This is an optimization exercise on Yosys and OpenROAD, whose aim is small area and a short achievable clock period, not a production implementation. Function was checked by simulation only, so behaviour that the tests miss may differ from the original. Power and IR drop assume default switching activity. No driver is modelled on the clock port, so clocking that relies on it looks cheaper here than on a real chip.

--- standard.sh ---
#!/bin/bash
# synth_recipe.tcl (not shown) runs the flow's synth.tcl, then flattens the netlist and writes it again
# the make line also repeats each setting of config.mk as NAME=value (left out here)
make -C /OpenROAD-flow-scripts/flow DESIGN_CONFIG=/design/flow/config.mk WORK_HOME=/design/flow/orfs CLKGATE_MAP_FILE= SYNTH_SCRIPT=/design/flow/synth_recipe.tcl "${@:-finish}"
--- design.v ---
package mem_responder_pkg;
   localparam int N_RING   = 4;
   localparam int RING_LEN = 64;
   localparam int POS_W    = 6;
   localparam int WSTEP    = 5;
   localparam int RSTEP    = 3;
   localparam int INVERT   = 0;
   localparam logic [3:0] NOP = 4'd0;
   localparam logic [3:0] ADD = 4'd1;
   localparam logic [3:0] SUB = 4'd2;
   localparam logic [3:0] AND = 4'd3;
   localparam logic [3:0] NOT = 4'd4;
   localparam logic [3:0] RD  = 4'd5;
   localparam logic [3:0] WR  = 4'd6;
   localparam logic [3:0] BR  = 4'd7;
   localparam logic [3:0] BRZ = 4'd8;
   function automatic logic is_store(input logic [3:0] op);
      return (op == WR);
   endfunction
endpackage
module mem_array #(
   parameter int unsigned word_sz  = 16,
   parameter int unsigned n_ring   = 2,
   parameter int unsigned ring_len = 128,
   parameter int unsigned wstep    = 5,
   parameter int unsigned rstep    = 3,
   parameter int unsigned invert   = 0
) (
   input  logic                  i_clk,
   input  logic [n_ring-1:0]     i_wring,
   input  logic [7:0]            i_wlo,
   input  logic [ring_len/8-1:0] i_whi,
   input  logic [n_ring-1:0]     i_wring_n,
   input  logic [7:0]            i_wlo_n,
   input  logic [ring_len/8-1:0] i_whi_n,
   input  logic [word_sz-1:0]    i_wdata,
   input  logic [n_ring*ring_len-1:0] i_rsel,
   input  logic                  i_csel,
   input  logic                  i_xsel,
   input  logic [word_sz-1:0]    i_xdata,
   input  logic                  i_hold,
   input  logic [word_sz-1:0]    i_hdata,
   output logic [word_sz-1:0]    o_rdata
);
   localparam int unsigned N = n_ring * ring_len;
   logic [N-1:0][word_sz-1:0] r_cell;
   function automatic logic inv_at(input int unsigned p);
      inv_at = (invert != 0) && (((p / wstep) % 2) == 1);
   endfunction
   always_ff @(posedge i_clk) begin
      for (int r = 0; r < n_ring; r++) begin
         for (int p = 0; p < ring_len; p++) begin
            if (p % wstep == 0 && invert == 0) begin
               if (i_wring[r]
                   && i_wlo[((p + ring_len - 1) % ring_len) % 8]
                   && i_whi[((p + ring_len - 1) % ring_len) / 8])
                  r_cell[r * ring_len + p] <= i_wdata;
               else
                  r_cell[r * ring_len + p] <= r_cell[r * ring_len + (p + ring_len - 1) % ring_len];
            end else if (p % wstep == 0) begin
               r_cell[r * ring_len + p] <= ~(
                  ({word_sz{i_wring[r]
                            & i_wlo[((p + ring_len - 1) % ring_len) % 8]
                            & i_whi[((p + ring_len - 1) % ring_len) / 8]}}
                   & (inv_at(p) ? i_wdata : ~i_wdata))
                | ({word_sz{i_wring_n[r]
                            | i_wlo_n[((p + ring_len - 1) % ring_len) % 8]
                            | i_whi_n[((p + ring_len - 1) % ring_len) / 8]}}
                   & r_cell[r * ring_len + (p + ring_len - 1) % ring_len]));
            end else begin
               r_cell[r * ring_len + p] <= r_cell[r * ring_len + p - 1];
            end
         end
      end
   end
   logic [word_sz-1:0] w_true;      
   logic [word_sz-1:0] w_comp;      
   always_comb begin
      w_true     = ({word_sz{i_xsel}} & i_xdata) | ({word_sz{i_hold}} & i_hdata);
      w_comp     = '0;
      for (int r = 0; r < n_ring; r++)
         for (int p = 0; p < ring_len; p++)
            if (p % rstep == 0 || p == ring_len - 1) begin
               if (inv_at(p)) begin
                  w_comp = w_comp | ({word_sz{i_rsel[r * ring_len + p]}}
                                     & r_cell[r * ring_len + p]);
               end else begin
                  w_true = w_true | ({word_sz{i_rsel[r * ring_len + p]}}
                                     & r_cell[r * ring_len + p]);
               end
            end
   end
   assign o_rdata = w_true | ({word_sz{i_csel}} & ~w_comp);
endmodule
import mem_responder_pkg::*;
module mem_responder #(
   parameter int unsigned word_sz     = 16,
   parameter int unsigned mem_sz      = 256,
   parameter int unsigned wait_cycles = 2
) (
   input  logic               clk,
   input  logic               rst,
   input  logic               bus_req_valid,
   output logic               bus_req_ready,
   input  logic               bus_req_write,
   input  logic [word_sz-1:0] bus_req_addr,
   input  logic [word_sz-1:0] bus_req_wdata,
   output logic               bus_rsp_valid,
   input  logic               bus_rsp_ready,
   output logic [word_sz-1:0] bus_rsp_rdata,
   output logic               bus_rsp_err
);
   localparam int unsigned NR     = mem_responder_pkg::N_RING;
   localparam int unsigned RING_W = $clog2(NR);
   localparam int unsigned POS_W  = mem_responder_pkg::POS_W;
   localparam int unsigned LEN    = mem_responder_pkg::RING_LEN;
   localparam int unsigned NHI    = LEN / 8;
   logic               r_live;      
   logic               r_ready;     
   logic               r_s1;        
   logic               r_s2;        
   logic               r_s3;        
   logic               r_valid;     
   logic               r_err;       
   logic               r_wr;        
   logic [word_sz-1:0] r_wdata;
   logic [NR-1:0]      r_rring;     
   logic [NR-1:0]      r_wring;     
   logic [7:0]         r_lo;        
   logic [NHI-1:0]     r_hi;        
   logic [NR-1:0]      r_wring_n;   
   logic [7:0]         r_lo_n;
   logic [NHI-1:0]     r_hi_n;
   logic [word_sz-1:0] r_rsp_rdata;
   logic [LEN-1:0]     r_tap;       
   logic               r_csel;      
   logic               r_xsel;      
   logic [POS_W-1:0]   r_rot;       
   logic               w_accept;
   logic               w_in_range;
   logic [POS_W-1:0]   w_at;
   logic [NR-1:0]      w_ring;
   logic               w_whit;      
   logic [word_sz-1:0] w_arr_rdata;
   assign w_accept   = r_ready && bus_req_valid;
   assign w_in_range = (32'(bus_req_addr) < mem_sz);
   assign w_at       = bus_req_addr[POS_W-1:0] + r_rot;
   always_comb begin
      w_ring = '0;
      w_ring[bus_req_addr[POS_W +: RING_W]] = 1'b1;
   end
   logic [7:0]         w_lo_nx;
   logic [NHI-1:0]     w_hi_nx;
   logic [NR-1:0]      w_rring_nx;
   logic [LEN-1:0]     w_tap_nx;
   logic [NR*LEN-1:0]  w_rsel;
   logic               w_csel_nx;
   always_comb begin
      if (w_accept) begin
         w_lo_nx    = 8'b1 << w_at[2:0];
         w_hi_nx    = NHI'(1) << w_at[POS_W-1:3];
         w_rring_nx = (!bus_req_write && w_in_range) ? w_ring : '0;
      end else begin
         w_lo_nx    = {r_lo[6:0], r_lo[7]};
         w_hi_nx    = r_lo[7] ? {r_hi[NHI-2:0], r_hi[NHI-1]} : r_hi;
         w_rring_nx = r_s3 ? '0 : r_rring;
      end
      w_tap_nx  = '0;
      w_csel_nx = 1'b0;
      for (int p = 0; p < LEN; p++)
         if (p % mem_responder_pkg::RSTEP == 0 || p == LEN - 1) begin
            w_tap_nx[p] = w_lo_nx[p % 8] && w_hi_nx[p / 8];
            if (mem_responder_pkg::INVERT != 0 && ((p / mem_responder_pkg::WSTEP) % 2) == 1)
               w_csel_nx = w_csel_nx || (w_tap_nx[p] && (|w_rring_nx));
         end
   end
   always_comb begin
      for (int r = 0; r < NR; r++)
         for (int p = 0; p < LEN; p++)
            w_rsel[r * LEN + p] = r_rring[r] && r_tap[p];
   end
   always_ff @(posedge clk or negedge rst) begin
      if (!rst) begin
         r_live  <= 1'b0;
         r_ready <= 1'b0;
         r_s1    <= 1'b0;
         r_s2    <= 1'b0;
         r_s3    <= 1'b0;
         r_valid <= 1'b0;
         r_rring <= '0;
      end else begin
         r_live  <= 1'b1;
         r_ready <= !r_live || (r_ready && !bus_req_valid) || (r_valid && bus_rsp_ready);
         r_s1    <= w_accept;
         r_s2    <= r_s1;
         r_s3    <= r_s2;
         r_valid <= r_s3 || (r_valid && !bus_rsp_ready);
         r_rring <= w_rring_nx;
      end
   end
   always_ff @(posedge clk) begin
      r_rot  <= r_rot + 1'b1;
      r_lo   <= w_lo_nx;
      r_lo_n <= ~w_lo_nx;
      r_hi   <= w_hi_nx;
      r_hi_n <= ~w_hi_nx;
      r_tap  <= w_tap_nx;
      r_csel <= w_csel_nx;
      r_xsel <= w_accept && (bus_req_write || !w_in_range);
      if (w_accept) begin
         r_err   <= !w_in_range;
         r_wr    <= bus_req_write && w_in_range;
         r_wdata <= bus_req_wdata;
         r_wring   <= (bus_req_write && w_in_range) ? w_ring : '0;
         r_wring_n <= (bus_req_write && w_in_range) ? ~w_ring : '1;
      end else if (w_whit) begin
         r_wring   <= '0;
         r_wring_n <= '1;
      end
      r_rsp_rdata <= w_arr_rdata;
   end
   always_comb begin
      w_whit = 1'b0;
      for (int p = 0; p < LEN; p++)
         if (p % mem_responder_pkg::WSTEP == 0)
            w_whit = w_whit || (r_lo[((p + LEN - 1) % LEN) % 8] && r_hi[((p + LEN - 1) % LEN) / 8]);
   end
   mem_array #(
      .word_sz  (word_sz),
      .n_ring   (NR),
      .ring_len (LEN),
      .wstep    (mem_responder_pkg::WSTEP),
      .rstep    (mem_responder_pkg::RSTEP),
      .invert   (mem_responder_pkg::INVERT)
   ) u_mem_array (
      .i_clk     (clk),
      .i_wring   (r_wring),
      .i_wlo     (r_lo),
      .i_whi     (r_hi),
      .i_wring_n (r_wring_n),
      .i_wlo_n   (r_lo_n),
      .i_whi_n   (r_hi_n),
      .i_wdata   (r_wdata),
      .i_rsel    (w_rsel),
      .i_csel    (r_csel),
      .i_xsel    (r_xsel && r_wr),
      .i_xdata   (r_wdata),
      .i_hold    (!(((|r_rring) && (|r_tap)) || r_xsel)),
      .i_hdata   (r_rsp_rdata),
      .o_rdata   (w_arr_rdata)
   );
   assign bus_req_ready = r_ready;
   assign bus_rsp_valid = r_valid;
   assign bus_rsp_rdata = r_rsp_rdata;
   assign bus_rsp_err   = r_err;
endmodule
--- constraint.sdc ---
create_clock -name core_clock -period 4.5 [get_ports {clk}]
set_input_delay 0.9000 -clock core_clock [delete_from_list [all_inputs] [get_ports {clk}]]
set_output_delay 0.9000 -clock core_clock [all_outputs]
set_load 0.01 [all_outputs]
--- flow/run.sh ---
#!/bin/bash
# Standard layout with a leaner clock tree: no dummy loads, larger sink clusters.
export CTS_ARGS="-sink_clustering_enable -repair_clock_nets -dont_use_dummy_load -buf_list {sky130_fd_sc_hd__clkbuf_8 sky130_fd_sc_hd__clkbuf_16} -sink_clustering_size 30 -sink_clustering_max_diameter 60"
bash standard.sh > standard.log 2>&1
--- config.mk ---
export PLATFORM = sky130hd
export DESIGN_NAME = mem_responder
export DESIGN_NICKNAME = mem_responder
export VERILOG_FILES = /design/flow/design.v
export SDC_FILE = /design/flow/constraint.sdc
export NUM_CORES = 4
export LEC_CHECK = 0
export CAP_MARGIN = 20
export CORE_MARGIN = 2
export CORE_UTILIZATION = 58
export SETUP_SLACK_MARGIN = 1.8
export SLEW_MARGIN = 20
==> flow_results.org, run 1 <==
** Logic synthesis
- Sequential-to-total area share from yosys stat :: 0.810
- For this run, the leading register cell type out of synthesis is sky130_fd_sc_hd__dfxtp_1.
- Yosys printed 2 warnings.
- After synthesis the cells add up to 0.104 mm2.
- Main area contributors after synthesis :: sky130_fd_sc_hd__dfxtp_1, sky130_fd_sc_hd__mux2_2, sky130_fd_sc_hd__a22oi_1, sky130_fd_sc_hd__a22o_1, sky130_fd_sc_hd__a221oi_1
- Counting flops with an async set or reset pin after synthesis yields a share of 0.00239.
- #FFs+latches synth :: 4189
- Synth unique cells :: 58
- Total nets after synthesis :: 6690
- Of the post-synthesis cell area, the dominant cell type holds 0.801.
- Top post-synthesis cells by count :: sky130_fd_sc_hd__dfxtp_1, sky130_fd_sc_hd__mux2_2, sky130_fd_sc_hd__a22oi_1
- The largest total area in the synthesized netlist belongs to sky130_fd_sc_hd__dfxtp_1.
- Post-synthesis average cell area :: 15.6 um2
- Dominant cell by count in the synthesized netlist :: sky130_fd_sc_hd__dfxtp_1
- Synthesis produced ~6600 cells.
- Number of enable flip-flop cells after synthesis :: 22

** Setup path
- Number of cell instances on the worst register-to-register path :: 6
- Reg-to-reg startpoint :: r_tap[63]
- Critical-path maximum fanout :: 23
- The endpoint identified for the worst register-to-register timing path is r_rsp_rdata[7].
- In this run the worst setup path terminates at r_rsp_rdata[7].
- The critical path starts at r_tap[63].
- Data required time at the worst endpoint :: 5.18 ns
- At the worst endpoint, the arrival time is 3.65 ns.
- The worst setup path is captured at a flip-flop.
- Kind of start point of the critical path :: flip-flop
- The critical path is of the flip-flop to flip-flop type.
- R2r setup slk :: 1.54 ns

** Finish
- Count of non-filler cells in the finished layout :: 9060
- The filler cells instantiated in the layout total 13178.
- In the final layout, the share of cells above drive strength 1 is 0.194.
- For this run, the share of the core covered by cells in the final layout is 0.632.
- Layout-stage area growth over the synthesis result :: 8.46%
- Post-Layout Inst Area :: 0.113 mm2
- Layout net count :: 6748

** Place
- Post-placement cell area :: 0.108 mm2
- Worst setup slack after placement :: 1.18 ns
- Routability-driven placement finished with a final weighted congestion of 0.847.
- In this run, placement finished with an instance count of 8852.
- In this run the tool buffered the top-level ports with 55 buffer cells.
- Half-perimeter wire length of the detailed placement result :: 179000 um

** STA
- Setup TNS :: 0 ns
- Measured against its own limit, the worst slew margin works out to 0.185.
- Unrepaired setup endpoints after global routing :: yes
- Min Clock Period, post-route :: 2.96 ns
- Worst setup margin :: 1.54 ns
- Final hold analysis gives a worst-case slack of 0.274 ns.
- Static timing analysis puts the maximum clock frequency at 337 MHz.
- Final hold violations :: 0
- Period utilization :: 0.659
- On the final layout, the worst clock skew is 0.0713 ns.
- Transition time at the pin with the least slew margin :: 1.22 ns
- Setup violations remaining at the end of the flow were counted as 0.
- Total count of max-transition violations in the final report :: 0

** Clock network
- Cell chosen for the clock root :: sky130_fd_sc_hd__clkbuf_16
- Clock latency reported for the late side of the worst-skew pair :: 0.87 ns
- In this run the deepest clock path goes through 3 buffers.
- CTS tree :: yes
- Hold buffer count at CTS :: 0
- TritonCTS created between 150 and 200 clock buffers.
- H-tree lvl count :: 4
- Clock-pin slew was measured on the worst setup and hold paths at between 0.1 and 0.15 ns.
- Counting every sink on the clock net gives about 4200.

** Routing
- Detailed-route DRC error count :: 0
- The detail route stage leaves a number of antenna-violating nets equal to 0.
- The final layout contains routed wiring with a total length of around 300000 um.
- In this run, the number of DRC markers left after iteration 0 of detailed routing was 5662.
- The final route contains between 50000 and 60000 vias.
- After detailed routing, the number of vias per cell comes to about 5.8.
- Per-cell routed wire length :: 32.9 um
- The first TritonRoute pass finished after 6 iterations.

** Global routing
- Entering global routing, the biggest net connects 59 pins.
- Initial antenna violation count :: 11
- Global routing finished with a remaining overflow of 0.
- The first global-routing pass estimated 403000 um of wire.
- The number of global-route vias before repair was 50546.
- For this run, the total global-route usage over all layers was measured as 0.320.

** Die
- Number of rows created at floorplan :: 155
- Initial core utilization :: 0.583
- 56 I/O pins were placed.
- Die extent in y :: 427 um
- Horizontal die dimension :: 427 um
- DIE AREA :: roughly 0.18 mm2
- Placeable core area :: 0.178 mm2

** Worst hold path
- Along the worst hold path, the cell count comes to 0.
- The worst hold path belongs to the class flip-flop to flip-flop.

** Power
- VDD IR max :: 0.404 mV
- Pwr dens :: between 500 and 600 mW/mm2
- Pwr Total :: 59.2 mW
- Static power due to leakage :: approximately 45 nW

** Status
- The flow ran to the end and the layout has no timing, DRC or antenna violations.

** Flow run
- Max-capacitance violation count :: 0
-- kinds of logic (layout without fill, tap and decap cells) --
family / after synthesis / count (layout) / share of synthesized area
muxes: 839 / 839 / 0.0908
and+or+nand+nor: 359 / 359 / 0.0181
AOI/OAI and AO/OA: 849 / 849 / 0.0652
xor gates and xnor gates: 11 / 11 / 0.000927
adders and majority gates: 7 / 7 / 0.000915
DFF: 4189 / 4189 / 0.810
buffers and inverters: 391 / 447 / 0.0145
other: 1 / 4 / 0.0000361
-- flip-flops by register name (all words and copies together) (netlist names), 4 cells and up --
register            cells
r_rring                 4
r_wring                 4
r_hi                    8
u_mem_array.r_cell   4096
r_tap                  22
r_rot                   6
r_rsp_rdata            16
r_wdata                16
r_lo                    8
-- where the power goes --
group,switching (mW),internal [mW],total (mW)
registers,0.971,38.9,39.8
logic,0.768,0.535,1.30
clock network,10.7,7.36,18.0
-- cell usage in the layout (no fill, tap or decap), types with 40 or more instances in the layout --
cell | Yosys | routed
sky130_fd_sc_hd__a221oi_1 | 144 | 143
sky130_fd_sc_hd__a222oi_1 | 46 | 46
sky130_fd_sc_hd__a22o_1 | 170 | 170
sky130_fd_sc_hd__a22oi_1 | 314 | 314
sky130_fd_sc_hd__buf_4 | 0 | 158
sky130_fd_sc_hd__clkbuf_16 | 0 | 186
sky130_fd_sc_hd__dfxtp_1 | 4157 | 4120
sky130_fd_sc_hd__mux2_2 | 832 | 832
sky130_fd_sc_hd__nand3_1 | 161 | 119
sky130_fd_sc_hd__nand3_2 | 0 | 40
sky130_fd_sc_hd__nand4_1 | 66 | 66
-- per-layer routing --
layer / share of wire / global-route usage
met1: 0.45 / 0.468
met2: 0.44 / 0.489
met3: 0.074 / 0.0560
met4: 0.030 / 0.0906
met5: 0.00010 / 0
-- cell type report --
cell class | instances | area [um2] | area share
inverters | 26 | 97.6 | 0.000866
flip-flops and latches | 4189 | 84300 | 0.748
multi-input cells | 2066 | 18600 | 0.165
diodes | 3 | 7.51 | 0.0000666
repair buffers | 236 | 2170 | 0.0193
well taps | 2355 | 2950 | 0.0261
clock buffers | 185 | 4630 | 0.0411
-- critical path, cell delays in order (launching register included) --
cell and delay, ns:
sky130_fd_sc_hd__dfxtp_4 0.52, sky130_fd_sc_hd__buf_4 0.36, sky130_fd_sc_hd__a22o_1 0.23, sky130_fd_sc_hd__a221oi_1 0.69
sky130_fd_sc_hd__a31oi_1 0.42, sky130_fd_sc_hd__nor4_1 0.31, sky130_fd_sc_hd__nand4_1 0.12
-- worst min path at each step --
stage,end,startpoint
CTS,u_mem_array.r_cell[1173],u_mem_array.r_cell[1157]
floorplan,u_mem_array.r_cell[1000],u_mem_array.r_cell[984]
global placement,u_mem_array.r_cell[528],u_mem_array.r_cell[512]
global route,u_mem_array.r_cell[2715],u_mem_array.r_cell[2699]
detailed placement,u_mem_array.r_cell[1848],u_mem_array.r_cell[1832]
finish,u_mem_array.r_cell[2715],u_mem_array.r_cell[2699]
-- repair_timing --
action | CTS | global route
setup endpoints to repair | 23 | 7
buffers inserted | 4 | 15
cloned | 0 | 1
gates resized for setup | 49 | 10
pin swaps | 3 | 6
==> run 2, diff against run 1 <==
--- a/config.mk
+++ b/config.mk
@@ -9,4 +9,4 @@
 export CORE_MARGIN = 2
 export CORE_UTILIZATION = 58
-export SETUP_SLACK_MARGIN = 1.8
+export SETUP_SLACK_MARGIN = 2.5
 export SLEW_MARGIN = 20
==> run 2 against run 1 <==
  * Non-clock buffer count rose by 234
  * Clock skew grew 0.0086 ns
  * Global-route usage grew 2.6 points
  * Still clean
  * Routed wire length up 7.2%
  * Sequential power barely moved
  * Register-to-register slack better by 0.55 ns
  * Sequential cell count unchanged
  * First-iteration DRC count up 17%
  * Fmax increased by 23%
  * Largest cell class unchanged
  * Area after synthesis is the same
==> flow_results.org, run 2 <==
** Flow run
- Max-capacitance violation count :: 0

** Logic synthesis
- By area the synthesized netlist is led by sky130_fd_sc_hd__dfxtp_1, sky130_fd_sc_hd__mux2_2, sky130_fd_sc_hd__a22oi_1, sky130_fd_sc_hd__a22o_1, sky130_fd_sc_hd__a221oi_1.
- The synthesized netlist occupies a cell area of 0.104 mm2.
- For this run, the number of Yosys warnings is 2.
- The synthesized netlist contains 58 unique library cells.
- Counting every net in the synthesized netlist gives 6690.
- Top post-synthesis cells by count :: sky130_fd_sc_hd__dfxtp_1, sky130_fd_sc_hd__mux2_2, sky130_fd_sc_hd__a22oi_1
- The synthesized design contains 22 enable-type register cells.
- After synthesis, the share of flip-flops with an asynchronous set or reset is 0.00239.
- #FFs+latches synth :: 4189
- Dominant cell by count in the synthesized netlist :: sky130_fd_sc_hd__dfxtp_1
- Among all flip-flop cells after synthesis, the most frequent one is sky130_fd_sc_hd__dfxtp_1.
- Of the synthesized area, sequential elements account for 0.810.
- Of the post-synthesis cell area, the dominant cell type holds 0.801.
- A synthesized cell averages between 15 and 20 um2.
- sky130_fd_sc_hd__dfxtp_1 takes more of the synthesized area than any other cell.
- Post-synthesis cell count :: between 6000 and 7000

** STA
- Based on the critical path, the design can be clocked at up to 414 MHz.
- Setup violations remaining at the end of the flow were counted as 0.
- For the final database, setup skew stands at roughly 0.080 ns.
- In this run the tightest slew margin relative to its limit is 0.406.
- The number of hold violations in the final report came to 0.
- Setup TNS :: 0 ns
- Unrepaired setup endpoints after global routing :: yes
- Dividing the final minimum period by the clock period gives 0.536.
- The max-slew violation count came to 0.
- At the pin with the least slew margin, the transition time is 0.891 ns.
- The clock period could shrink to 2.41 ns.
- Final hold analysis gives a worst-case slack of 0.281 ns.

** Clock network
- Clock latency reported for the late side of the worst-skew pair :: 0.87 ns
- Cell chosen for the clock root :: sky130_fd_sc_hd__clkbuf_16
- The clock passes through at most 3 buffers.
- After clock tree synthesis, the clock-pin slew on the worst setup and hold paths is 0.11 ns.
- In this run, CTS created clock tree buffers numbering 183.
- The H-tree was split into 4 levels.
- Clock net sink count :: 4189
- CTS tree :: yes

** Finish
- The top cell types in the final layout, fill and taps aside, are sky130_fd_sc_hd__dfxtp_1, sky130_fd_sc_hd__mux2_2, sky130_fd_sc_hd__a22oi_1, sky130_fd_sc_hd__buf_4, sky130_fd_sc_hd__clkbuf_16.
- The library cell used most frequently in the layout, excluding fill and tap cells, is sky130_fd_sc_hd__dfxtp_1.
- Most flop-heavy register :: u_mem_array.r_cell
- Flip-flop count of the largest register after layout :: 4096
- From synthesis to final layout, the design area changed by 12.8%.
- The largest registers in the layout are u_mem_array.r_cell: 4096 flops, r_tap: 22 flops.
- Share of the core filled with cells :: 0.658
- At the end of the flow, the number of nets in the layout was between 6000 and 7000.
- Of the cells placed in the final design, the portion with a size suffix greater than 1 is 0.243.

** Setup path
- Path type of the worst setup path :: flip-flop to flip-flop
- Data required time at the worst endpoint :: around 5.2 ns
- Critical-path maximum fanout :: 9
- Arrival time worst endpoint :: 3.15 ns
- STA classifies the critical path endpoint as a flip-flop.
- STA classifies the critical path startpoint as a flip-flop.

** Die
- The floorplan has 155 rows.
- For this configuration, the core starts out at a cell density of 0.583.
- Horizontal die dimension :: 427 um
- Placeable core area :: roughly 0.18 mm2
- For this design the top-level I/O count stands at 56.
- DIE AREA :: between 0.15 and 0.2 mm2
- The die is 427 um tall.

** Power
- In this run the power density over the cells is 508 mW/mm2.
- Static power due to leakage :: 46.7 nW
- VDD sags by at most 0.385 mV.
- Pwr Total :: around 60 mW

** Routing
- In the final routed layout, each cell accounts on average for roughly 34 um.
- Wires add up to between 300000 and 400000 um.
- Vias per inst :: 5.90
- After detailed routing, the number of remaining DRC violations is 0.
- Drt first-iter violations :: 6645
- Remaining number of nets flagged by the antenna check after routing :: 0
- The pre-antenna-repair detailed-routing pass consisted of 6 iterations.
- Vias post-DR :: 54801

** Place
- Routability-driven placement finished with a final weighted congestion of 0.847.
- Port Buffers :: between 50 and 60
- The wire-length estimate of the detail-placed layout is 173000 um.

** Global routing
- Entering global routing, the biggest net connects 54 pins.
- Grt ovf :: 0
- Global router's overall resource usage :: 0.346
- Number of global-route vias before repair :: 52340
- The first global-routing pass estimated about 430000 um of wire.
- Initial antenna violation count :: 23

** Worst hold path
- In this run the worst hold path is classified as flip-flop to flip-flop.

** Status
- Result of the run :: complete, no violations
[run 2: cell counts after synthesis]
No cell type changed its count.
[run 2: path summary, 6_finish.rpt]
check | start | to | slack [ns] | depth (start not counted)
worst max-delay path | r_tap[45] | r_rsp_rdata[8] | 2.09 | 8
worst min-delay path | u_mem_array.r_cell[2801] | u_mem_array.r_cell[2817] | 0.28 | 0
worst max register to register | r_tap[45] | r_rsp_rdata[8] | 2.09 | 8
worst min register to register | u_mem_array.r_cell[2801] | u_mem_array.r_cell[2817] | 0.28 | 0
max in group asynchronous | rst | r_rring[1] | 3.72 | 1
min in group asynchronous | rst | r_rring[3] | 0.37 | 1
[run 2: repair_timing]
action / in CTS / in global routing
buffers inserted: 205 / 39
gates cloned: 12 / 1
resized for setup: 417 / 85
endpoints found under the setup margin: 263 / 92
hold buffers: 0 / 0
pin swaps: 95 / 83
[run 2: per-layer routing]
layer,up-vias,wire length [um],global-route usage
met4,10,13800,0.134
met1,28226,138000,0.488
met5,-,62,0
met3,539,26700,0.0734
met2,2427,140000,0.524
li1,23599,-,-
[run 2: worst max-delay path: stages (launching register included)]
cell,delay [ns]
sky130_fd_sc_hd__dfxtp_4,0.39
sky130_fd_sc_hd__buf_12,0.16
sky130_fd_sc_hd__buf_4,0.24
sky130_fd_sc_hd__a22o_1,0.23
sky130_fd_sc_hd__a221oi_1,0.23
sky130_fd_sc_hd__nand4_1,0.37
sky130_fd_sc_hd__a22oi_2,0.24
sky130_fd_sc_hd__nand3_1,0.10
sky130_fd_sc_hd__a211o_1,0.29
[run 2: cell families after synthesis]
family	synth area share
AO/OA/AOI/OAI	0.0652
multiplexers	0.0908
XOR/XNOR	0.000927
buffers and inverters	0.0145
flip-flops	0.810
AND/OR/NAND/NOR	0.0181
other	0.0000361
adder cells (fa/ha/maj)	0.000915
[run 2: power by group]
group / switching (mW) / internal (mW) / total, mW / leakage (nW)
sequential: 0.912 / 38.9 / 39.8 / 34.0
clock: 10.7 / 7.28 / 18.0 / 2.26
combinational: 0.959 / 0.772 / 1.73 / 10.5
[run 2: per-stage QoR]
stage                     std cells  setup slack [ns]  cell area, um2
after floorplan                6646              1.97          104000
after global placement         8849              1.32          108000
after detailed placement       8849              1.28          108000
after CTS                      9249              2.11          116000
after global routing           9290              2.10          117000
final                          9296              2.09          117000
[run 2: final cells by class]
cell class | instances | area [um2]
flip-flops and latches | 4189 | 84300
fillers | 12850 | 61000
multi-input cells | 2066 | 19500
repair buffers | 470 | 5760
clock buffers | 183 | 4580
well taps | 2355 | 2950
inverters | 26 | 115
diodes | 7 | 17.5
==> run 3, diff against run 2 <==
--- a/config.mk
+++ b/config.mk
@@ -9,4 +9,4 @@
 export CORE_MARGIN = 2
 export CORE_UTILIZATION = 58
-export SETUP_SLACK_MARGIN = 2.5
+export SETUP_SLACK_MARGIN = 2.4
 export SLEW_MARGIN = 20
==> run 3 against run 2 <==
  * Setup slack got worse by 0.062 ns
  * Clock-buffer cell count increased by 8
  * Hold slack got worse by 0.015 ns
  * Die area unchanged
  * Clock power increased by 2%
  * Final cell count about the same
  * Synthesized cell count unchanged
  * Critical endpoint unchanged
  * Highest routed layer unchanged
==> flow_results.org, run 3 <==
** Clock network
- No sink is reached through more buffers than the 3 on the longest clock path.
- After clock tree synthesis, the clock-pin slew on the worst setup and hold paths is 0.11 ns.
- Clock latency reported for the late side of the worst-skew pair :: around 0.87 ns
- For this design, the CTS-stage hold fixing added 0 buffers.
- The H-tree was split into 4 levels.
- Cell chosen for the clock root :: sky130_fd_sc_hd__clkbuf_16
- The clock drives 4189 sinks.
- TritonCTS built the clock tree.
- Number of buffers inserted during clock tree synthesis :: about 190

** Routing
- After the first detailed-routing iteration, the DRC count stood at 6651.
- The final layout contains routed wiring with a total length of roughly 320000 um.
- Per-cell routed wire length :: 34.2 um
- Remaining number of nets flagged by the antenna check after routing :: 0
- The routed layout has 54560 vias.
- In the routed design, unresolved DRC markers number 0.
- Highest signal layer in the routed design :: met5
- The detailed router put a total of 139000 um of wire on met1.
- Routed wl met3 :: 26400 um
- Summed over all nets, wire length on met2 after detailed routing comes to 140000 um.
- The first detailed-routing pass took 6 iterations.
- Vias per inst :: 5.87

** Global routing
- Number of global-route vias before repair :: slightly above 50000
- The number of antenna violations at the first check in global routing was 18.
- Entering global routing, the biggest net connects 54 pins.
- Global-route wire length before repair :: 426000 um
- Grt ovf :: 0
- Across every metal layer, demand over resource in global routing totals 0.342.

** Setup path
- Arrival time worst endpoint :: ~3.2 ns
- The setup path with the least slack is of type flip-flop to flip-flop.
- The worst setup path is captured at a flip-flop.
- STA puts the critical path data required time at 5.25 ns.
- Critical-path maximum fanout :: 9
- STA classifies the critical path startpoint as a flip-flop.

** Logic synthesis
- In the post-synthesis netlist, the cell with the most instances is sky130_fd_sc_hd__dfxtp_1.
- Fraction of synthesized cell area taken by the top area cell type :: 0.801
- In the synthesized netlist, the cells that appear most often are sky130_fd_sc_hd__dfxtp_1, sky130_fd_sc_hd__mux2_2, sky130_fd_sc_hd__a22oi_1.
- Post-synthesis cell count :: 6646
- Yosys mapped a number of flops with a built-in enable equal to 22.
- #FFs+latches synth :: 4189
- For this run, the leading register cell type out of synthesis is sky130_fd_sc_hd__dfxtp_1.
- Post-synthesis average cell area :: roughly 16 um2
- Counting distinct cell types in the post-synthesis netlist gives 58.
- Total nets after synthesis :: 6690
- Most area-hungry cell type in the Yosys netlist :: sky130_fd_sc_hd__dfxtp_1
- Netlist Area Pre-Place :: 0.104 mm2
- After synthesis, the share of flip-flops with an asynchronous set or reset is 0.00239.
- Total of warnings raised by yosys :: 2
- Of the synthesized area, sequential elements account for 0.810.
- Sorting the synthesized cells by area gives the leading types as sky130_fd_sc_hd__dfxtp_1, sky130_fd_sc_hd__mux2_2, sky130_fd_sc_hd__a22oi_1, sky130_fd_sc_hd__a22o_1, sky130_fd_sc_hd__a221oi_1.

** Status
- The run finished with no timing, DRC or antenna violations.

** Power
- IR analysis of the VDD net gives a maximum drop of 0.388 mV.
- The design draws 59.9 mW.
- For this design the static power due to leakage is roughly 47 nW.
- Pwr dens :: 512 mW/mm2

** Finish
- Layout net count :: approximately 7000
- In the final layout, the share of cells above drive strength 1 is 0.243.
- Fill cells in the final layout number 12746.
- More flip-flops sit in one register than any other, and that register is u_mem_array.r_cell.
- Leaving out fill and tap cells, the most frequent cell in the layout is sky130_fd_sc_hd__dfxtp_1.
- Layout-stage area growth over the synthesis result :: 12.7%
- The register with the most flip-flops in the layout has around 4100 of them.
- Count of non-filler cells in the finished layout :: 9294
- The library cells used most frequently in the layout, excluding fill and tap cells, are sky130_fd_sc_hd__dfxtp_1, sky130_fd_sc_hd__mux2_2, sky130_fd_sc_hd__a22oi_1, sky130_fd_sc_hd__buf_4, sky130_fd_sc_hd__clkbuf_16.
- Share of the core filled with cells :: 0.657
- The largest registers in the layout are u_mem_array.r_cell: 4096 flops, r_tap: 22 flops.

** STA
- Total count of max-transition violations in the final report :: 0
- Setup-violating endpoint count in the final report :: 0
- The worst path in the final design needs a cycle of 2.47 ns, including I/O delays and setup.
- Dividing the final minimum period by the clock period gives 0.550.
- In the final timing run, aggregate negative setup slack is 0 ns.
- In this run the tightest slew margin relative to its limit is 0.201.
- The number of hold violations in the final report was 0.
- The clock arrives with 0.0655 ns of skew.
- Setup repair after global routing could not meet its margin everywhere.
- Timing would allow up to just over 400 MHz.
- Transition time at the pin with the least slew margin :: 1.20 ns

** Die
- Horizontal die dimension :: about 430 um
- For this configuration, the core starts out at a cell density of 0.583.
- Placeable core area :: 0.178 mm2
- In this run the vertical extent of the chip is roughly 430 um.
- DIE AREA :: 0.183 mm2
- Row generation in the floorplan step produced around 160 rows.
- Number of top-level pins :: 56

** Place
- At the end of routability-driven placement, the weighted congestion stood at between 0.8 and 0.9.
- Number of instances in the placed design :: 8856
- Half-perimeter wire length of the detailed placement result :: ~180000 um
- In this run the tool buffered the top-level ports with 55 buffer cells.

** Worst hold path
- In this run the worst hold path is classified as flip-flop to flip-flop.

** Flow run
- The tool flagged a number of max-cap violations equal to 0.
-- run 3: cell type report --
| cell class | count | area (um2) | area share |
|---|---|---|---|
| Sequential cell | 4189 | 84300 | 0.720 |
| Multi-Input combinational cell | 2066 | 19500 | 0.166 |
| Timing Repair Buffer | 455 | 5510 | 0.0470 |
| Clock buffer | 191 | 4780 | 0.0408 |
| Tap cell | 2355 | 2950 | 0.0252 |
| Inverter | 26 | 116 | 0.000993 |
| Antenna cell | 12 | 30.0 | 0.000256 |
-- run 3: where the power goes --
part	leakage, nW	switching [mW]	internal, mW
combinational	10.3	0.923	0.772
clock	2.35	10.8	7.58
sequential	34.0	0.936	38.9
-- run 3: timing repair --
| action | in CTS | in global routing |
|---|---|---|
| setup buffers | 173 | 50 |
| gates cloned | 8 | 4 |
| resized for setup | 368 | 113 |
| pin swaps | 88 | 87 |
| setup endpoints to repair | 261 | 59 |
-- run 3: through the flow --
| step | hold WS, ns | area (um2) | worst slack, ns |
|---|---|---|---|
| after floorplan | 0.310 | 104000 | 1.97 |
| final | 0.266 | 117000 | 2.03 |
| after global routing | 0.278 | 117000 | 2.00 |
| after CTS | 0.267 | 116000 | 2.08 |
| after detailed placement | 0.312 | 108000 | 1.23 |
| after global placement | 0.310 | 108000 | 1.22 |
-- run 3: logic make-up after synthesis --
family,synth area share
fa+ha+maj,0.000915
flops,0.810
simple gates,0.0181
other cells,0.0000361
xor+xnor,0.000927
compound gates,0.0652
mux,0.0908
buf+inv,0.0145
-- run 3: worst max-delay path, cell delays in order (launching register included) --
cell,delay (ns)
sky130_fd_sc_hd__dfxtp_4,0.41
sky130_fd_sc_hd__buf_12,0.17
sky130_fd_sc_hd__a22o_1,0.21
sky130_fd_sc_hd__a221oi_2,0.16
sky130_fd_sc_hd__nand4_1,0.62
sky130_fd_sc_hd__a22oi_1,0.43
sky130_fd_sc_hd__nand3_1,0.10
sky130_fd_sc_hd__a211o_1,0.24
-- run 3: path summary, 6_finish.rpt --
| kind | slack, ns | end | startpoint | cells after the start |
|---|---|---|---|---|
| setup / recovery | 2.03 | r_rsp_rdata[8] | r_tap[39] | 7 |
| hold / removal | 0.27 | u_mem_array.r_cell[3459] | u_mem_array.r_cell[3443] | 0 |
| setup reg to reg | 2.03 | r_rsp_rdata[8] | r_tap[39] | 7 |
| hold reg to reg | 0.27 | u_mem_array.r_cell[3459] | u_mem_array.r_cell[3443] | 0 |
| max in group asynchronous | 3.73 | r_rring[0] | rst | 1 |
| min in group asynchronous | 0.37 | r_s2 | rst | 1 |
-- run 3: per-layer routing --
metal / up-vias / track usage
met3: 518 / 0.0680
met5: - / 0
met1: 28034 / 0.487
li1: 23586 / -
met4: 2 / 0.134
met2: 2420 / 0.515
==> run 4, diff against run 3 <==
--- a/config.mk
+++ b/config.mk
@@ -8,5 +8,5 @@
 export CAP_MARGIN = 20
 export CORE_MARGIN = 2
-export CORE_UTILIZATION = 58
-export SETUP_SLACK_MARGIN = 2.4
+export CORE_UTILIZATION = 65
+export SETUP_SLACK_MARGIN = 2.2
 export SLEW_MARGIN = 20
==> run 4 against run 3 <==
  * Via count increased by 0.25%
  * Final cell count decreased by 4.4%
  * Sequential cell count unchanged
  * Non-clock buffer count decreased by 104
  * Fmax increased by 2.5%
  * Register-to-register slack improved by 0.06 ns
  * Clock power decreased by 4%
  * First-iteration DRC count increased by 8.2%
  * Power decreased by 1.5%
  * Sequential power about the same
  * Die area decreased by 11%
  * Largest power group unchanged
  * Cell area decreased by 2.6%
==> flow_results.org, run 4 <==
** Global routing
- The number of antenna violations at the first check in global routing is 16.
- Across every metal layer, demand over resource in global routing totals 0.368.
- Entering global routing, the biggest net connects 54 pins.
- Global-route wire length before repair :: 413000 um
- The number of global-route vias before repair came to 51740.
- Grt ovf :: 0

** Clock network
- Clock-pin slew was measured on the worst setup and hold paths at 0.10 ns.
- Clock net sink count :: 4189
- In this run the clock root is driven by a sky130_fd_sc_hd__clkbuf_16.
- The clock tree synthesis step divided the H-tree into 4 levels.
- CTS tree :: yes
- The clock reaches the later pin of the worst-skew pair after about 0.87 ns.
- For this design, the CTS-stage hold fixing added 0 buffers.
- Number of buffers inserted during clock tree synthesis :: 178
- In this run the deepest clock path goes through 3 buffers.

** Die
- between 50 and 60 I/O pins were placed.
- The die is just over 400 um tall.
- Initial core utilization :: 0.655
- The total area inside the core boundary comes to 0.159 mm2.
- DIE AREA :: 0.163 mm2
- Horizontal die dimension :: 404 um
- Number of rows created at floorplan :: 146

** Routing
- Drt first-iter violations :: 7198
- Vias post-DR :: between 50000 and 60000
- Routed WL :: 306000 um
- After detailed routing, the number of remaining DRC violations is 0.
- Per-cell routed wire length :: 34.5 um
- The count of nets left with antenna violations once routing finished came out at 0.
- The first TritonRoute pass finished after 7 iterations.
- Vias per inst :: 6.16

** Finish
- In the final layout, the share of cells above drive strength 1 is 0.216.
- Counting flops per register, the top entry is u_mem_array.r_cell.
- The multi-input combinational cells in the finished layout cover a total of 0.0189 mm2.
- The register with the most flip-flops in the layout has about 4100 of them.
- Layout-stage area growth over the synthesis result :: 9.76%
- FF+latch area :: 0.0843 mm2
- Count of non-filler cells in the finished layout :: 8885
- Commonest cells after routing, fill and taps aside :: sky130_fd_sc_hd__dfxtp_1, sky130_fd_sc_hd__mux2_2, sky130_fd_sc_hd__a22oi_1, sky130_fd_sc_hd__buf_4, sky130_fd_sc_hd__clkbuf_16
- Most frequent standard cell in the layout excluding fill and tap cells :: sky130_fd_sc_hd__dfxtp_1
- Layout net count :: 6856
- Fill cells in the final layout number ~11000.
- Regs by FF count :: u_mem_array.r_cell: 4096 flops, r_tap: 22 flops

** Logic synthesis
- Main area contributors after synthesis :: sky130_fd_sc_hd__dfxtp_1, sky130_fd_sc_hd__mux2_2, sky130_fd_sc_hd__a22oi_1, sky130_fd_sc_hd__a22o_1, sky130_fd_sc_hd__a221oi_1
- After synthesis, the share of flip-flops with an asynchronous set or reset is 0.00239.
- The most used flip-flop cell after synthesis is sky130_fd_sc_hd__dfxtp_1.
- A synthesized cell averages 15.6 um2.
- For this run, the register share of the synthesized area comes to 0.810.
- Synth unique cells :: 58
- Summing every instance area after synthesis gives 0.104 mm2.
- Total nets after synthesis :: between 6000 and 7000
- The biggest area contributor in the post-synthesis netlist is sky130_fd_sc_hd__dfxtp_1.
- Fraction of synthesized cell area taken by the top area cell type :: 0.801
- Yosys mapped a number of flops with a built-in enable equal to 22.
- Dominant cell by count in the synthesized netlist :: sky130_fd_sc_hd__dfxtp_1
- Top post-synthesis cells by count :: sky130_fd_sc_hd__dfxtp_1, sky130_fd_sc_hd__mux2_2, sky130_fd_sc_hd__a22oi_1
- Post-synthesis cell count :: 6646
- #FFs+latches synth :: 4189
- Yosys printed 2 warnings.

** Place
- The count of buffers added on input and output ports is 55.
- Once placement completed, the tool counted placed cells totaling 8567.
- Half-perimeter wire length of the detailed placement result :: about 170000 um
- At the end of routability-driven placement, the weighted congestion stood at 0.856.

** Setup path
- Path type of the worst setup path :: flip-flop to flip-flop
- Arrival time worst endpoint :: 3.15 ns
- Critical-path maximum fanout :: 17
- The worst setup path is captured at a flip-flop.
- Kind of start point of the critical path :: flip-flop
- Data required time at the worst endpoint :: 5.24 ns

** STA
- WHS :: 0.280 ns
- Derived from the worst setup path, the maximum achievable clock frequency is 414 MHz.
- Setup-violating endpoint count in the final report :: 0
- The worst path in the final design needs a cycle of 2.42 ns, including I/O delays and setup.
- Final hold violations :: 0
- The max-slew violation count was 0.
- Rel. slew slack :: 0.253
- In the final timing run, aggregate negative setup slack is 0 ns.
- Unrepaired setup endpoints after global routing :: yes
- Transition time at the pin with the least slew margin :: roughly 1.1 ns
- Period utilization :: 0.537
- Final setup skew :: 0.0886 ns

** Status
- Result of the run :: complete, no violations

** Power
- VDD IR max :: 0.455 mV
- Power spread over the standard cell area amounts to 517 mW/mm2.
- Pwr Total :: 59.0 mW
- In this run the static leakage power is 45.5 nW.

** Flow run
- Max-capacitance violation count :: 0

** Worst hold path
- In this run the worst hold path is classified as flip-flop to flip-flop.
run 4: cell counts after synthesis:
No cell type changed its count.
run 4: path summary, 6_finish.rpt:
check | start | end | slack (ns) | cells past startpoint
max in group asynchronous | rst | r_rring[1] | 3.67 | 1
max reg2reg | r_tap[30] | r_rsp_rdata[10] | 2.08 | 7
max | r_tap[30] | r_rsp_rdata[10] | 2.08 | 7
min reg2reg | u_mem_array.r_cell[3184] | u_mem_array.r_cell[3200] | 0.28 | 0
min in group asynchronous | rst | r_rring[0] | 0.42 | 1
min | u_mem_array.r_cell[3184] | u_mem_array.r_cell[3200] | 0.28 | 0
run 4: metrics by stage:
stage | setup WS, ns | util | instance area [um2]
2_1_floorplan | 1.97 | - | 104000
3_3_place_gp | 1.28 | 0.677 | 107000
3_5_place_dp | 1.28 | 0.677 | 107000
4_1_cts | 2.01 | 0.716 | 114000
5_1_grt | 2.02 | 0.719 | 114000
6_report | 2.08 | 0.719 | 114000
run 4: critical path: stages, from the launching register on:
cell and delay, ns:
sky130_fd_sc_hd__dfxtp_4 0.44, sky130_fd_sc_hd__buf_4 0.25, sky130_fd_sc_hd__buf_4 0.30, sky130_fd_sc_hd__a22oi_1 0.22, sky130_fd_sc_hd__nand3_1 0.09, sky130_fd_sc_hd__o21ai_0 0.56
sky130_fd_sc_hd__nand4_1 0.18, sky130_fd_sc_hd__a211o_1 0.26
run 4: repair_timing:
action | 4_1_cts | 5_1_grt
setup endpoints to repair | 217 | 141
pin swaps | 9 | 26
gates resized for setup | 183 | 48
gates cloned | 5 | 1
buffers inserted | 99 | 32
run 4: kinds of logic (layout without fill, tap and decap cells):
group / Yosys count / in the layout / share of synthesized area
fa+ha+maj: 7 / 7 / 0.000915
flops: 4189 / 4189 / 0.810
xor+xnor: 11 / 11 / 0.000927
compound gates: 849 / 849 / 0.0652
mux: 839 / 839 / 0.0908
other cells: 1 / 4 / 0.0000361
buf+inv: 391 / 555 / 0.0145
simple gates: 359 / 359 / 0.0181
run 4: metal layers:
metal  wire length, um  vias to the layer above  track usage
met5                 0                        -            0
met4             14400                        0        0.148
met3             27300                      618       0.0653
met2            135000                     2805        0.563
met1            130000                    27962        0.524
li1                  -                    23311            -
run 4: power breakdown:
group / total (mW) / switching, mW / internal [mW]
combinational: 1.54 / 0.876 / 0.662
clock: 17.7 / 10.6 / 7.10
sequential: 39.8 / 0.915 / 38.9
run 4: layout make-up:
class	instances	area share
Sequential cell	4189	0.739
Inverter	26	0.00105
Antenna cell	3	0.0000658
Tap cell	2072	0.0227
Multi-Input combinational cell	2066	0.166
Timing Repair Buffer	351	0.0323
Clock buffer	178	0.0390
==> run 5, diff against run 4 <==
--- a/config.mk
+++ b/config.mk
@@ -8,5 +8,5 @@
 export CAP_MARGIN = 20
 export CORE_MARGIN = 2
-export CORE_UTILIZATION = 65
+export CORE_UTILIZATION = 80
 export SETUP_SLACK_MARGIN = 2.2
 export SLEW_MARGIN = 20
==> run 5 against run 4 <==
  * Register-to-register slack worse by 0.18 ns
  * Global-route usage is 6.3 points higher
  * Synthesized cell count did not move
  * Hold slack improved by 0.029 ns
  * Clock-buffer cell count is 14 lower
  * Routed wire length fell by 3.5%
  * Sequential cell count unchanged
  * First-iteration DRC count up 16%
  * Clock power fell by 3%
==> flow_results.org, run 5 <==
** Global routing
- Met3 GRT Util :: 0.114
- Across every metal layer, demand over resource in global routing totals 0.431.
- Grt ovf :: 0
- After global routing, the most crowded layer is met2.
- Entering global routing, the biggest net connects between 60 and 70 pins.
- Global-route wire length before repair :: ~400000 um
- Number of global-route vias before repair :: 54231
- Grt met1 use :: 0.563
- For this run, global-route usage on met2 was measured as 0.650.
- The number of antenna violations at the first check in global routing came to 8.

** Finish
- Most flop-heavy register :: u_mem_array.r_cell
- Share of the core filled with cells :: 0.870
- In the final layout, the registers with the most flip-flops are u_mem_array.r_cell: 4096 flops, r_tap: 22 flops.
- Leaving out fill and tap cells, the most frequent cell in the layout is sky130_fd_sc_hd__dfxtp_1.
- In the final layout, the share of cells above drive strength 1 is 0.203.
- Flip-flop count of the largest register after layout :: 4096
- The top cell types in the final layout, fill and taps aside, are sky130_fd_sc_hd__dfxtp_1, sky130_fd_sc_hd__mux2_2, sky130_fd_sc_hd__a22oi_1, sky130_fd_sc_hd__a22o_1, sky130_fd_sc_hd__clkbuf_16.
- The filler cells instantiated in the layout total between 5000 and 6000.
- Layout-stage area growth over the synthesis result :: 8.08%
- At the end of the flow, the number of nets in the layout was around 6800.

** STA
- Worst setup margin :: 1.91 ns
- Final setup skew :: 0.0568 ns
- In the final timing run, aggregate negative setup slack is 0 ns.
- In this run the tightest slew margin relative to its limit is 0.213.
- The tightest hold path in the finished design has a slack of just over 0.3 ns.
- Unrepaired setup endpoints after global routing :: yes
- The max-slew violation count came to 0.
- Setup violations remaining at the end of the flow were counted as 0.
- Period utilization :: 0.576
- Max frequency :: 386 MHz
- At the pin with the least slew margin, the transition time is 1.18 ns.
- After layout, the minimum clock period comes to 2.59 ns.
- The number of hold violations in the final report came to 0.

** Place
- Gp weighted congestion :: 0.904
- Summed over all nets, the half-perimeter wirelength after detailed placement is approximately 150000 um.
- OpenSTA, run right after detailed placement, puts the worst setup slack at about 1.3 ns.
- Port buffering added 55 buffers.

** Logic synthesis
- The largest total area in the synthesized netlist belongs to sky130_fd_sc_hd__dfxtp_1.
- Most used flip-flop cell after synthesis :: sky130_fd_sc_hd__dfxtp_1
- Total nets after synthesis :: 6690
- Yosys mapped a number of flops with a built-in enable equal to 22.
- For this run, the register share of the synthesized area comes to 0.810.
- Netlist Area Pre-Place :: 0.104 mm2
- Sorting the synthesized cells by area gives the leading types as sky130_fd_sc_hd__dfxtp_1, sky130_fd_sc_hd__mux2_2, sky130_fd_sc_hd__a22oi_1, sky130_fd_sc_hd__a22o_1, sky130_fd_sc_hd__a221oi_1.
- In the synthesized netlist, the number of instances is between 6000 and 7000.
- Top post-synthesis cells by count :: sky130_fd_sc_hd__dfxtp_1, sky130_fd_sc_hd__mux2_2, sky130_fd_sc_hd__a22oi_1
- Synth unique cells :: 58
- The most common cell in the synthesized netlist is sky130_fd_sc_hd__dfxtp_1.
- After synthesis the netlist holds a flip-flop and latch count of between 4000 and 5000.
- Yosys printed 2 warnings.
- Post-synthesis average cell area :: 15.6 um2
- Fraction of synthesized cell area taken by the top area cell type :: 0.801
- Counting flops with an async set or reset pin after synthesis yields a share of 0.00239.

** Clock network
- Clock net sink count :: between 4000 and 5000
- Cell chosen for the clock root :: sky130_fd_sc_hd__clkbuf_16
- Clock-pin slew was measured on the worst setup and hold paths at around 0.11 ns.
- CTS Buffer Depth :: 3
- The later pin in the worst-skew pair is clocked with a latency of 0.86 ns.
- CTS tree :: yes
- The H-tree was split into 4 levels.
- Buffers inserted to repair hold after CTS numbered 0.
- Clock tree synthesis inserted a total of 164 buffers.

** Die
- Number of top-level pins :: 56
- Initial core utilization :: 0.805
- The floorplan step defined a die boundary enclosing 0.133 mm2.
- Horizontal die dimension :: 364 um
- After floorplanning, the core was divided into 132 placement rows.
- Placeable core area :: 0.129 mm2
- The die is ~360 um tall.

** Setup path
- The worst register-to-register path ends at u_mem_array.r_cell[2855].
- Worst setup path startpoint :: r_lo[1]
- For flop-to-flop paths, the worst setup slack is 1.91 ns.
- Path type of the worst setup path :: flip-flop to flip-flop
- Worst Setup EP :: u_mem_array.r_cell[2855]
- Arrival time worst endpoint :: 3.30 ns
- Number of cell instances on the worst register-to-register path :: 2
- STA classifies the critical path startpoint as a flip-flop.
- Data on the critical path is required at its endpoint by 5.21 ns.
- Reg-to-reg startpoint :: r_lo[1]
- Kind of end point of the critical path :: flip-flop
- Critical-path maximum fanout :: 16

** Routing
- Detailed routing inserted a total of 56110 vias.
- Remaining number of nets flagged by the antenna check after routing :: 0
- Pre-Repair DR Iteration Count :: 9
- Detailed-route DRC error count :: 0
- Per-cell routed wire length :: ~35 um
- Routed WL :: 296000 um
- For this block, the initial DRC count from the detailed router was 8380.
- Vias per inst :: 6.63

** Power
- Pwr dens :: 520 mW/mm2
- The analysis attributes to cell leakage a power of 44.8 nW.
- Of the total power, registers draw 0.682.
- Clk network pwr share :: 0.292
- Pwr Total :: 58.4 mW
- VDD IR max :: about 0.54 mV
- Internal :: 46.1 mW
- Combinational group share of total power :: 0.026
- Fraction of power spent switching nets :: 0.211
- Switch Pwr :: approximately 12 mW

** Flow run
- Max-cap violations in this run came to 0.

** Status
- The run finished with no timing, DRC or antenna violations.

** Worst hold path
- The path class of the tightest hold or removal check is flip-flop to flip-flop.
==> run 5: worst min-delay path by stage <==
stage	slack [ns]	from	cells past startpoint	to
finish	0.31	u_mem_array.r_cell[2813]	0	u_mem_array.r_cell[2829]
global route	0.31	u_mem_array.r_cell[802]	0	u_mem_array.r_cell[818]
CTS	0.31	u_mem_array.r_cell[2184]	0	u_mem_array.r_cell[2200]
detailed placement	0.31	u_mem_array.r_cell[1453]	0	u_mem_array.r_cell[1469]
global placement	0.31	u_mem_array.r_cell[3475]	0	u_mem_array.r_cell[3491]
floorplan	0.31	u_mem_array.r_cell[984]	0	u_mem_array.r_cell[1000]
==> run 5: cells by family after synthesis <==
logic type      count (synthesis)  share of synthesized area
flops                        4189                      0.810
buf+inv                       391                     0.0145
other cells                     1                  0.0000361
mux                           839                     0.0908
xor+xnor                       11                   0.000927
compound gates                849                     0.0652
simple gates                  359                     0.0181
fa+ha+maj                       7                   0.000915
==> run 5: layout make-up <==
class | count | area, um2 | area share
antenna | 6 | 15.0 | 0.000134
clock buffer | 164 | 4100 | 0.0365
inverter | 26 | 113 | 0.00100
timing repair buffer | 268 | 2830 | 0.0252
tap | 1742 | 2180 | 0.0194
multi-input combinational | 2066 | 18800 | 0.168
sequential | 4189 | 84300 | 0.750
==> run 5: critical path: stages (launching register included) <==
cell                      delay [ns]
sky130_fd_sc_hd__dfxtp_1        0.80
sky130_fd_sc_hd__nand3_2        1.04
sky130_fd_sc_hd__mux2_2         0.62
==> run 5: per-stage QoR <==
stage          area [um2]  instances
6_report           112000       8461
3_3_place_gp       107000       8205
5_1_grt            112000       8455
3_5_place_dp       107000       8206
2_1_floorplan      104000       6646
4_1_cts            112000       8409
==> run 5: power groups by stage <==
stage / Sequential (mW) / Combinational, mW / Clock (mW)
final: 39.8 / 1.51 / 17.1
after CTS: 39.7 / 1.35 / 16.9
after global placement: 40.5 / 1.24 / 0
after detailed placement: 40.5 / 1.29 / 0
after global routing: 39.9 / 1.54 / 18.1
after floorplan: 40.1 / 0.745 / 0
==> run 5: what timing repair did <==
item / in CTS / in global routing
endpoints found under the setup margin: 148 / 117
pin swaps: 4 / 14
buffers inserted: 34 / 44
cloned: 5 / 2
resized for setup: 166 / 54
==> run 5: metal layers <==
metal  part of all wire  up-vias
met1               0.37    27856
li1                   -    23115
met2               0.44     3961
met5           0.000044        -
met3               0.12     1176
met4              0.071        2
==> run 6, diff against run 5 <==
--- a/config.mk
+++ b/config.mk
@@ -8,5 +8,5 @@
 export CAP_MARGIN = 20
 export CORE_MARGIN = 2
-export CORE_UTILIZATION = 80
+export CORE_UTILIZATION = 75
 export SETUP_SLACK_MARGIN = 2.2
 export SLEW_MARGIN = 20
==> run 6 against run 5 <==
  * Final cell count increased by 0.80%
  * Clock power hardly changed
  * Sequential share of layout area is 0.24 points lower
  * Utilization shrank 5.0 points
  * Die area increased by 6.6%
  * Power is 0.26% higher
  * Critical endpoint is now u_mem_array.r_cell[2861]
  * Clock skew grew 0.0088 ns
  * First-iteration DRC count fell by 8.9%
  * Clock-buffer cell count up 6
  * Still clean
  * Setup slack better by 0.056 ns
  * Highest routed layer unchanged
  * Hold slack worse by 0.011 ns
  * Area after synthesis is the same
==> flow_results.org, run 6 <==
** Routing
- The pre-antenna-repair detailed-routing pass consisted of 9 iterations.
- Wire segments on met3 add up to about 29000 um in the final route.
- For this block, the routed nets add up to 289000 um of wire.
- Once detail routing completed, the nets flagged for antenna violations numbered 0.
- After detailed routing, the met2 layer carries between 100000 and 150000 um of wire.
- Detailed-route DRC error count :: 0
- Drt first-iter violations :: 7630
- Met1 wire length :: 114000 um
- Highest signal layer in the routed design :: met5
- Vias post-DR :: 54939
- After detailed routing, the average wire length per cell comes to 33.9 um.
- Vias per inst :: between 6 and 7

** STA
- Final hold violations :: 0
- Setup-violating endpoint count in the final report :: 0
- Period utilization :: 0.563
- Timing would allow up to 395 MHz.
- Transition time at the pin with the least slew margin :: 0.890 ns
- The smallest clock period supported by the final layout is computed as 2.53 ns.
- Total count of max-transition violations in the final report :: 0
- Unrepaired setup endpoints after global routing :: yes
- Measured against its own limit, the worst slew margin works out to 0.407.
- In the final timing run, aggregate negative setup slack is 0 ns.
- Final setup skew :: roughly 0.066 ns

** Place
- Including well taps, the total number of placed cells is 8270.
- The HPWL after detailed placement is 164000 um.
- Gp weighted congestion :: 0.884
- Port Buffers :: between 50 and 60

** Clock network
- CTS tree :: yes
- For this design, the sink count on the clock tree is 4189.
- In this run the deepest clock path goes through 3 buffers.
- Number of buffers inserted during clock tree synthesis :: 170
- At the later pin of the worst-skew pair, clock insertion delay measures roughly 0.85 ns.
- The tree is rooted in a sky130_fd_sc_hd__clkbuf_16.
- Clock transition at the registers of the reported paths :: 0.10 ns
- Hold buffer count at CTS :: 0
- CTS built an H-tree with a depth of 4.

** Logic synthesis
- The commonest cells after synthesis are sky130_fd_sc_hd__dfxtp_1, sky130_fd_sc_hd__mux2_2, sky130_fd_sc_hd__a22oi_1.
- Of the synthesized area, sequential elements account for 0.810.
- In this run the mean area of a mapped cell was 15.6 um2.
- The Yosys step of the flow raised 2 warnings.
- Synthesis handed over a netlist of around 6600 instances.
- Synth unique cells :: between 50 and 60
- #FFs+latches synth :: 4189
- Of the post-synthesis cell area, the dominant cell type holds 0.801.
- The biggest area contributor in the post-synthesis netlist is sky130_fd_sc_hd__dfxtp_1.
- Dominant cell by count in the synthesized netlist :: sky130_fd_sc_hd__dfxtp_1
- The synthesized netlist occupies a cell area of 0.104 mm2.
- Main area contributors after synthesis :: sky130_fd_sc_hd__dfxtp_1, sky130_fd_sc_hd__mux2_2, sky130_fd_sc_hd__a22oi_1, sky130_fd_sc_hd__a22o_1, sky130_fd_sc_hd__a221oi_1
- Number of enable flip-flop cells after synthesis :: 22
- Total nets after synthesis :: 6690
- The most used flip-flop cell after synthesis is sky130_fd_sc_hd__dfxtp_1.
- Ys async rst share :: 0.00239

** Global routing
- Grt ovf :: 0
- The number of antenna violations at the first check in global routing was 12.
- In the global route stage, overall resource usage came out at 0.399.
- The first global-routing pass estimated 394000 um of wire.
- The number of global-route vias before repair was 52904.
- Entering global routing, the biggest net connects 54 pins.

** Finish
- Counting flops per register, the top entry is u_mem_array.r_cell.
- The finished layout holds 8529 standard cells, fillers aside.
- Regs by FF count :: u_mem_array.r_cell: 4096 flops, r_tap: 22 flops
- The filler cells instantiated in the layout total between 7000 and 8000.
- Relative to the synthesized area, the layout overhead comes to 8.45%.
- Leaving out fill and tap cells, the most frequent cell in the layout is sky130_fd_sc_hd__dfxtp_1.
- The register with the most flip-flops in the layout has 4096 of them.
- Registers take 0.0843 mm2.
- In the final layout, the multi-input gates occupy between 0.015 and 0.02 mm2.
- Leaving out fill and tap cells, the most frequent cells in the layout are sky130_fd_sc_hd__dfxtp_1, sky130_fd_sc_hd__mux2_2, sky130_fd_sc_hd__a22oi_1, sky130_fd_sc_hd__a22o_1, sky130_fd_sc_hd__clkbuf_16.
- Layout cells sized above 1 :: 0.205
- Layout net count :: a little under 7000

** Power
- VDD IR max :: roughly 0.49 mV
- For this design the static power due to leakage is 44.9 nW.
- Pwr dens :: 519 mW/mm2

** Setup path
- The worst setup path is launched from a flip-flop.
- FF-to-FF End :: u_mem_array.r_cell[2861]
- Number of cell instances on the worst register-to-register path :: 3
- Arrival time worst endpoint :: 3.26 ns
- R2r setup slk :: 1.97 ns
- STA puts the critical path data required time at approximately 5.2 ns.
- The critical path in this run is classified as flip-flop to flip-flop.
- In this run the critical register-to-register path is launched from r_hi[6].
- Kind of end point of the critical path :: flip-flop
- In this run the worst path has a maximum fanout of 11.

** Die
- For this configuration, the core starts out at a cell density of 0.756.
- The die is 376 um wide.
- The core region is 0.137 mm2.
- Die extent in y :: roughly 380 um
- During I/O placement, the number of pins put on the boundary was 56.
- The die covers 0.142 mm2.
- Number of rows created at floorplan :: 136

** Worst hold path
- For hold timing, the worst endpoint is u_mem_array.r_cell[2435].
- The worst hold path begins at u_mem_array.r_cell[2419].
- Worst hold path stage count :: 0
- The tightest min-delay check is of the flip-flop to flip-flop type.

** Status
- Result of the run :: complete, no violations

** Flow run
- Max-capacitance violation count :: 0
run 6: through the flow:
| stage | area (um2) | power, mW | setup WS, ns | hold WS, ns | util |
|---|---|---|---|---|---|
| 5_1_grt | 113000 | 59.8 | 2.02 | 0.299 | 0.820 |
| 6_report | 113000 | 58.5 | 1.97 | 0.298 | 0.820 |
| 2_1_floorplan | 104000 | 40.8 | 1.97 | 0.310 | - |
| 3_3_place_gp | 107000 | 41.7 | 1.37 | 0.310 | 0.777 |
| 4_1_cts | 112000 | 58.3 | 1.89 | 0.274 | 0.816 |
| 3_5_place_dp | 107000 | 41.8 | 1.28 | 0.312 | 0.777 |
run 6: how the worst max path moves through the flow:
stage,startpoint,endpoint,slack (ns)
final,r_hi[6],u_mem_array.r_cell[2861],1.97
after global routing,r_hi[6],u_mem_array.r_cell[2857],2.02
after CTS,r_wring[1],u_mem_array.r_cell[1106],1.89
after detailed placement,bus_req_valid,r_tap[9],1.28
after global placement,bus_req_addr[1],r_hi[0],1.37
after floorplan,bus_req_addr[0],r_tap[39],1.97
run 6: logic make-up after synthesis:
logic type                 synth area share
DFF                                   0.810
and+or+nand+nor                      0.0181
xor gates and xnor gates           0.000927
buffers and inverters                0.0145
AOI/OAI and AO/OA                    0.0652
muxes                                0.0908
other                             0.0000361
adders and majority gates          0.000915
run 6: what timing repair did:
| action | CTS | global route |
|---|---|---|
| gates cloned | 1 | 0 |
| gates resized for setup | 190 | 48 |
| pin swaps | 5 | 8 |
| setup endpoints to repair | 273 | 179 |
| buffers inserted | 53 | 32 |
run 6: power by group:
group          internal, mW  switching [mW]  total, mW
clock                  6.80            10.5       17.3
sequential             38.9           0.903       39.8
combinational         0.604           0.856       1.46
total                  46.3            12.2       58.5
run 6: critical path, cell delays in order, from the launching register on:
cell,delay [ns]
sky130_fd_sc_hd__dfxtp_1,0.87
sky130_fd_sc_hd__nand3_2,0.69
sky130_fd_sc_hd__buf_4,0.50
sky130_fd_sc_hd__mux2_2,0.34
run 6: final cells by class:
cell class	instances	area share
Clock buffer	170	0.0377
Multi-Input combinational cell	2066	0.168
Inverter	26	0.00108
Antenna cell	3	0.0000666
Timing Repair Buffer	281	0.0253
Tap cell	1794	0.0199
Sequential cell	4189	0.748
run 6: metal layers:
layer,vias to the layer above,track usage
met5,-,0
met4,2,0.197
met3,793,0.0872
met2,3280,0.622
met1,27694,0.534
li1,23170,-

==> afterwards: timing with drivers on the ports <==
The flow's constraints put no driver on any port. The routed layouts listed below were extracted and timed again, unchanged, in two steps. Step 1, drivers: a clkbuf_16 drives clk and a buf_2 each remaining input, both assumed. Step 2 adds t to the input delays and takes it off the output delays; t is the mean of the earliest and latest rising clock arrival at the registers after step 1. Input paths then give back, and output paths get back, about the clock's delay inside the block. Three values: no drivers, after step 1, after step 2; two values: the first two.
run | t, ns | setup slack, ns | worst setup path after step 2 | latest minus earliest clock arrival (ns)
run 1 | 0.924 | 1.535 / 1.535 / 1.155 | input to register | 0.073 / 0.072
run 2 | 0.918 | 2.087 / 2.063 / 1.527 | input to register | 0.080 / 0.080
run 3 | 0.933 | 2.025 / 2.025 / 1.492 | input to register | 0.077 / 0.078
run 4 | 0.918 | 2.085 / 2.085 / 1.294 | input to register | 0.089 / 0.089
run 5 | 0.909 | 1.909 / 1.909 / 1.377 | input to register | 0.057 / 0.057
run 6 | 0.899 | 1.965 / 1.965 / 1.303 | input to register | 0.067 / 0.067
After both steps every run listed still meets setup and hold. For run 4, which loses most, drivers alone change the setup slack by 0.000 ns; drivers and shift together by -0.791 ns.
